This is an optimization exercise on Yosys and OpenROAD, whose aim is small area, a short achievable clock period and few clock cycles, not a production implementation.
Where RTL was checked, it was by simulation tests only, not by an equivalence proof against the original.
Power is estimated from default activity; no workload was simulated.

==> inputs of v11 <==
Design disk_seek_scheduler, start of the top module:
module disk_seek_scheduler #(
  parameter int unsigned MAX_REQUESTS = 16
) (
  input  wire logic             clk_i,
  input  wire logic             rst_ni,
  input  wire logic             start_i,
  input  wire logic [16:0]      req_i,
  output logic                  busy_o,
  output logic                  move_valid_o,
  output logic [69:0]           move_o,
  input  wire logic             cfg_we_i,
  input  wire logic             cfg_idx_i,
  input  wire logic [15:0]      cfg_data_i
);
Settings: LEC_CHECK=0, CAP_MARGIN=20, CORE_MARGIN=2, CORE_UTILIZATION=40, SLEW_MARGIN=20; clock period 7.0 ns.
run.sh (not shown) runs the stock make flow with config.mk's settings and CLKGATE_MAP_FILE= SYNTH_SCRIPT=/design/flow/synth_recipe.tcl, a recipe that flattens the netlist after the stock synthesis.
==> inputs of v1, as changes to v11 <==
--- a/flow/design.v
+++ b/flow/design.v
@@ -87,19 +87,21 @@
   assign inb0  = av_q[0] & acl_q[0] & (first_q | (atg_q[0] == etag_q));
   assign inb1  = av_q[1] & acl_q[1] & (atg_q[1] == atg_q[0]);
   assign ready = q0v & !q0d & !rs_q & (!first_q | (av_q[0] & acl_q[0]));
   assign do_jump = ready & cscan_e & !jd_q & (!inb0 | !aup_q[0]);
   assign do_pop  = ready & !do_jump & inb0;
   assign emit    = do_jump | do_pop;
   assign mlast   = do_jump ? !inb0 : (!inb1 & !(cscan_e & !jd_q));
   logic [16:0] sdiff;
+  logic [15:0] rdiff;
   assign from_sel = first_q ? q0s : ato_q;
   assign sdiff    = {1'b0, s0val} - {1'b0, from_sel};
-  assign mdist    = sdiff[16] ? 16'd0 - sdiff[15:0] : sdiff[15:0];
+  assign rdiff    = from_sel - s0val;
+  assign mdist    = sdiff[16] ? rdiff : sdiff[15:0];
   logic rs_start, rs_pop, rs_end;
   assign rs_start = !rs_q & q0v & q0d & first_q & av_q[0] & acl_q[0] & !s2v_q;
   assign rs_pop   = rs_q & av_q[0] & acl_q[0];
   assign rs_end   = rs_q & !(av_q[0] & acl_q[0]) & !s2v_q;
   logic        pop, full, can_ins, needs_slot, ins, s2_go, close_evt, ins_norm;
   logic        upv, fcfs_k, scan_k;
   logic [3:0]  ar_new;
   logic [NS:0] ge;           
@@ -108,26 +110,28 @@
   assign full       = av_q[NS-1];
   assign can_ins    = !full | pop;
   assign needs_slot = s2v_q & (s2r_q | (ocnt_q != 5'd16));
   assign s2_go      = !needs_slot | can_ins;
   assign ins        = needs_slot & can_ins;
   assign close_evt  = s2v_q & s2l_q & !s2r_q & s2_go;
   assign ins_norm   = ins & !s2r_q & !s2l_q;
   assign upv    = !lt16(s2w_q, kbs_q);
+  logic rs_skip, ins_acl;
+  assign rs_skip = s2r_q & (s2a_q != ocnt_q[3:0]);
+  assign ins_acl = close_evt | rs_end | (fcfs_k & rs_skip);
   assign ar_new = s2r_q ? s2a_q : ocnt_q[3:0];
   assign fcfs_k = kbp_q[1] == kbp_q[0];
   assign scan_k = kbp_q == 2'd1;
   genvar gi;
   generate
     for (gi = 0; gi < NS; gi++) begin : g_key
-      logic lt, alt;
+      logic lt;
       assign lt  = lt16(s2w_q, aval_q[gi*16 +: 16]);
-      assign alt = lt4(ar_new, aar_q[gi*4 +: 4]);
-      assign bef[gi] = fcfs_k ? alt
+      assign bef[gi] = fcfs_k ? rs_skip
                                  : (upv ? (!aup_q[gi] | lt)
                                         : (!aup_q[gi] & (scan_k ? !lt : lt)));
       assign ge[gi] = !av_q[gi] | (!acl_q[gi] & !od_q & bef[gi]);
     end
   endgenerate
   assign ge[NS] = 1'b1;
   logic qfull, qdirty, cap, cap_close, s1_go, freeze, dirty_new;
   assign qfull  = qv_q[QD-1];
@@ -152,17 +156,17 @@
       if (rs_pop) begin
         s2v_q <= 1'b1; s2l_q <= 1'b0; s2r_q <= 1'b1;
       end else if (!s2v_q | s2_go) begin
         s2v_q <= s1v_q; s2l_q <= s1l_q; s2r_q <= 1'b0;
       end
       if (close_evt | rs_end) begin
         ocnt_q <= 5'd0; ltag_q <= !ltag_q; od_q <= 1'b0;
       end else begin
-        if (ins_norm) ocnt_q <= ocnt_q + 5'd1;
+        if (ins_norm | (ins & s2r_q & fcfs_k & !rs_skip)) ocnt_q <= ocnt_q + 5'd1;
         if (!freeze & cfg_we_i & ((ocnt_q != 5'd0) | ins_norm)) od_q <= 1'b1;
       end
       if (rs_start) begin
         kbp_q <= qp_q[1:0]; kbs_q <= q0s;
       end else if (!freeze) begin
         kbp_q <= pol_d; kbs_q <= st_d;
       end
       if (rs_start) rs_q <= 1'b1;
@@ -220,17 +224,17 @@
         if (!rst_ni) begin
           av_q[gi] <= 1'b0; acl_q[gi] <= 1'b0;
         end else begin
           if (sel_prev) begin
             av_q[gi] <= nv_prev; acl_q[gi] <= ncl_prev | close_evt | rs_end;
           end else if (sel_next) begin
             av_q[gi] <= nv_next; acl_q[gi] <= ncl_next | close_evt | rs_end;
           end else if (sel_new) begin
-            av_q[gi] <= 1'b1; acl_q[gi] <= close_evt | rs_end;
+            av_q[gi] <= 1'b1; acl_q[gi] <= ins_acl;
           end else begin
             acl_q[gi] <= acl_q[gi] | close_evt | rs_end;
           end
         end
       end
       always_ff @(posedge clk_i) begin
         if (sel_prev) begin
           atg_q[gi] <= ntg_prev; aup_q[gi] <= nup_prev; aval_q[gi*16 +: 16] <= nval_prev; aar_q[gi*4 +: 4] <= nar_prev;
==> flow/config.mk (replaced) <==
export PLATFORM = sky130hd
export DESIGN_NAME = disk_seek_scheduler
export DESIGN_NICKNAME = disk_seek_scheduler
export VERILOG_FILES = /design/flow/design.v
export SDC_FILE = /design/flow/constraint.sdc
export NUM_CORES = 4
export LEC_CHECK = 0
export ABC_CLOCK_PERIOD_IN_PS = 3500
export CAP_MARGIN = 20
export CORE_MARGIN = 2
export CORE_UTILIZATION = 40
export SETUP_SLACK_MARGIN = 3.5
export SLEW_MARGIN = 20
==> inputs of v34, as changes to v11 <==
--- a/flow/design.v
+++ b/flow/design.v
@@ -1,12 +1,12 @@
 `default_nettype none
 package dss_pkg;
   localparam int NSlots = 16;   
-  localparam int QDepth = 4;    
+  localparam int QDepth = 3;    
 endpackage
 `default_nettype wire
 `default_nettype none
 module disk_seek_scheduler #(
   parameter int unsigned MAX_REQUESTS = 16
 ) (
   input  wire logic             clk_i,
   input  wire logic             rst_ni,
@@ -16,38 +16,16 @@
   output logic                  move_valid_o,
   output logic [69:0]           move_o,
   input  wire logic             cfg_we_i,
   input  wire logic             cfg_idx_i,
   input  wire logic [15:0]      cfg_data_i
 );
   localparam int NS = dss_pkg::NSlots;    
   localparam int QD = dss_pkg::QDepth;    
-  function automatic logic lt16(input logic [15:0] a, input logic [15:0] b);
-    logic [15:0] g1, e1;
-    logic [7:0]  g2, e2;
-    logic [3:0]  g3, e3;
-    logic [1:0]  g4, e4;
-    g1 = ~a & b; e1 = ~(a ^ b);
-    for (int k = 0; k < 8; k++) begin
-      g2[k] = g1[2*k+1] | (e1[2*k+1] & g1[2*k]); e2[k] = e1[2*k+1] & e1[2*k];
-    end
-    for (int k = 0; k < 4; k++) begin
-      g3[k] = g2[2*k+1] | (e2[2*k+1] & g2[2*k]); e3[k] = e2[2*k+1] & e2[2*k];
-    end
-    for (int k = 0; k < 2; k++) begin
-      g4[k] = g3[2*k+1] | (e3[2*k+1] & g3[2*k]); e4[k] = e3[2*k+1] & e3[2*k];
-    end
-    lt16 = g4[1] | (e4[1] & g4[0]);
-  endfunction
-  function automatic logic lt4(input logic [3:0] a, input logic [3:0] b);
-    logic [3:0] g1, e1;
-    g1 = ~a & b; e1 = ~(a ^ b);
-    lt4 = g1[3] | (e1[3] & (g1[2] | (e1[2] & (g1[1] | (e1[1] & g1[0])))));
-  endfunction
   logic [1:0]  pol_q, pol_d;
   logic [15:0] st_q, st_d;
   always_comb begin
     pol_d = pol_q; st_d = st_q;
     if (cfg_we_i) begin
       if (!cfg_idx_i) pol_d = cfg_data_i[1:0];
       else            st_d  = cfg_data_i;
     end
@@ -74,32 +52,34 @@
   logic        first_q, jd_q, etag_q;
   logic        ov_q, olast_q;
   logic [15:0] ofrom_q, oto_q, odist_q;
   logic [20:0] otot_q;
   logic        q0v, q0d, cscan_e;
   logic [15:0] q0s;
   logic        inb0, inb1, ready, do_jump, do_pop, emit, mlast;
   logic [15:0] s0val, from_sel, mdist;
+  logic [21:0] tsum;
+  logic [20:0] tot_new;
   assign q0v     = qv_q[0];
   assign q0d     = qdt_q[0];
   assign q0s     = qs_q[15:0];
   assign cscan_e = qp_q[1:0] == 2'd2;
   assign s0val   = aval_q[15:0];
   assign inb0  = av_q[0] & acl_q[0] & (first_q | (atg_q[0] == etag_q));
   assign inb1  = av_q[1] & acl_q[1] & (atg_q[1] == atg_q[0]);
   assign ready = q0v & !q0d & !rs_q & (!first_q | (av_q[0] & acl_q[0]));
   assign do_jump = ready & cscan_e & !jd_q & (!inb0 | !aup_q[0]);
   assign do_pop  = ready & !do_jump & inb0;
   assign emit    = do_jump | do_pop;
   assign mlast   = do_jump ? !inb0 : (!inb1 & !(cscan_e & !jd_q));
-  logic [16:0] sdiff;
-  assign from_sel = first_q ? q0s : ato_q;
-  assign sdiff    = {1'b0, s0val} - {1'b0, from_sel};
-  assign mdist    = sdiff[16] ? 16'd0 - sdiff[15:0] : sdiff[15:0];
+  assign from_sel = first_q ? q0s : oto_q;
+  assign mdist     = (s0val > from_sel) ? s0val - from_sel : from_sel - s0val;
+  assign tsum     = {1'b0, (first_q ? 21'd0 : otot_q)} + {6'd0, mdist};
+  assign tot_new  = tsum[21] ? 21'h1fffff : tsum[20:0];
   logic rs_start, rs_pop, rs_end;
   assign rs_start = !rs_q & q0v & q0d & first_q & av_q[0] & acl_q[0] & !s2v_q;
   assign rs_pop   = rs_q & av_q[0] & acl_q[0];
   assign rs_end   = rs_q & !(av_q[0] & acl_q[0]) & !s2v_q;
   logic        pop, full, can_ins, needs_slot, ins, s2_go, close_evt, ins_norm;
   logic        upv, fcfs_k, scan_k;
   logic [3:0]  ar_new;
   logic [NS:0] ge;           
@@ -107,26 +87,26 @@
   assign pop        = do_pop | rs_pop;
   assign full       = av_q[NS-1];
   assign can_ins    = !full | pop;
   assign needs_slot = s2v_q & (s2r_q | (ocnt_q != 5'd16));
   assign s2_go      = !needs_slot | can_ins;
   assign ins        = needs_slot & can_ins;
   assign close_evt  = s2v_q & s2l_q & !s2r_q & s2_go;
   assign ins_norm   = ins & !s2r_q & !s2l_q;
-  assign upv    = !lt16(s2w_q, kbs_q);
+  assign upv    = s2w_q >= kbs_q;
   assign ar_new = s2r_q ? s2a_q : ocnt_q[3:0];
   assign fcfs_k = kbp_q[1] == kbp_q[0];
   assign scan_k = kbp_q == 2'd1;
   genvar gi;
   generate
     for (gi = 0; gi < NS; gi++) begin : g_key
       logic lt, alt;
-      assign lt  = lt16(s2w_q, aval_q[gi*16 +: 16]);
-      assign alt = lt4(ar_new, aar_q[gi*4 +: 4]);
+      assign lt  = s2w_q < aval_q[gi*16 +: 16];
+      assign alt = ar_new < aar_q[gi*4 +: 4];
       assign bef[gi] = fcfs_k ? alt
                                  : (upv ? (!aup_q[gi] | lt)
                                         : (!aup_q[gi] & (scan_k ? !lt : lt)));
       assign ge[gi] = !av_q[gi] | (!acl_q[gi] & !od_q & bef[gi]);
     end
   endgenerate
   assign ge[NS] = 1'b1;
   logic qfull, qdirty, cap, cap_close, s1_go, freeze, dirty_new;
@@ -279,42 +259,33 @@
         if (take_new) begin
           qp_q[gi*2 +: 2] <= pol_q; qs_q[gi*16 +: 16] <= st_q;
         end else if (take_next) begin
           qp_q[gi*2 +: 2] <= pp; qs_q[gi*16 +: 16] <= ps;
         end
       end
     end
   endgenerate
-  logic        av1_q, alast_q, afirst_q;
-  logic [15:0] afrom_q, ato_q, adist_q;
-  logic [21:0] tsum;
   always_ff @(posedge clk_i or negedge rst_ni) begin
     if (!rst_ni) begin
-      av1_q <= 1'b0; ov_q <= 1'b0; first_q <= 1'b1; jd_q <= 1'b0; etag_q <= 1'b0;
-      otot_q <= 21'd0;
+      ov_q <= 1'b0; first_q <= 1'b1; jd_q <= 1'b0; etag_q <= 1'b0; otot_q <= 21'd0;
     end else begin
-      av1_q <= emit;
-      ov_q  <= av1_q;
+      ov_q <= emit;
       if (emit) begin
         first_q <= mlast;
         jd_q    <= mlast ? 1'b0 : (jd_q | do_jump);
         if (first_q) etag_q <= atg_q[0];
+        otot_q  <= do_jump ? (first_q ? 21'd0 : otot_q) : tot_new;
       end
-      if (av1_q) otot_q <= tsum[21] ? 21'h1fffff : tsum[20:0];
     end
   end
-  assign tsum = {1'b0, (afirst_q ? 21'd0 : otot_q)} + {6'd0, adist_q};
   always_ff @(posedge clk_i) begin
-    if (emit) ato_q <= do_jump ? 16'd0 : s0val;
-    afrom_q  <= from_sel;
-    adist_q  <= do_jump ? 16'd0 : mdist;
-    alast_q  <= mlast;
-    afirst_q <= first_q;
-    ofrom_q  <= afrom_q;
-    oto_q    <= ato_q;
-    odist_q  <= adist_q;
-    olast_q  <= alast_q;
+    if (emit) begin
+      ofrom_q <= from_sel;
+      oto_q   <= do_jump ? 16'd0 : s0val;
+      odist_q <= do_jump ? 16'd0 : mdist;
+      olast_q <= mlast;
+    end
   end
   assign move_valid_o = ov_q;
   assign move_o = {ofrom_q, oto_q, odist_q, otot_q, olast_q};
 endmodule
 `default_nettype wire
==> notes.md <==
- Status: no timing/DRC/antenna violations
- Slowest-stage cell, CP: dfstp_2
- Post-CTS sizing: 0
- Die Height: 318 um
- Clk. pwr: 3760 uW
- Placed Instances: 5234
- Wire per inst: 22.5 um
- XOR/XNOR Fraction of Synth Area: 1.13%
# the run above: v34

==> notes.md <==
- Status: finished with violations
- Failing Checks: capacitance limit, slew limit
- XOR/XNOR Fraction of Synth Area: 1.11%
- Max Cap Viol: 1
- Die Height: 318 um
- Post-CTS sizing: 1004
- Max Slew Vio Count: 17
- Wire per inst: 34.3 um
# the run above: v1

==> notes.md <==
- Status: no timing/DRC/antenna violations
- Post-CTS sizing: 0
- Wire per inst: 24.3 um
- Slowest-stage cell, CP: clkinv_1
- Placed Instances: 5025
- Clk. pwr: 4060 uW
# the run above: v11

Testbench counts of v11, summed over its fixed seeds: cycles 3,688.
Testbench counts of v34, summed over its fixed seeds: cycles 3,915.
No functional check of the RTL was part of v1.

[what the ideal ports hide]
In the flow no input, the clock included, has a driving cell. The finished layouts below were timed again as built, in two steps. Step 1 assumes that a clkbuf_16 drives the clock port and a buf_2 every other input. Step 2 adds t to the input delays and takes it off the output delays; t is the mean of the earliest and latest rising clock arrival at the registers after step 1. Input paths then give back, and output paths get back, about the clock's delay inside the block. Three values: no drivers, after step 1, after step 2; two values: the first two.
run | t, ns | slack for setup (ns) | latest minus earliest clock arrival (ns) | worst data-port slew with drivers (ns)
v11 | 0.722 | 1.187 / 1.187 / 1.187 | 0.037 / 0.037 | 0.08
v1 | 0.746 | 2.171 / 2.171 / 2.171 | 0.052 / 0.053 | 0.07
v34 | 0.691 | 0.769 / 0.769 / 0.769 | 0.034 / 0.035 | 0.04
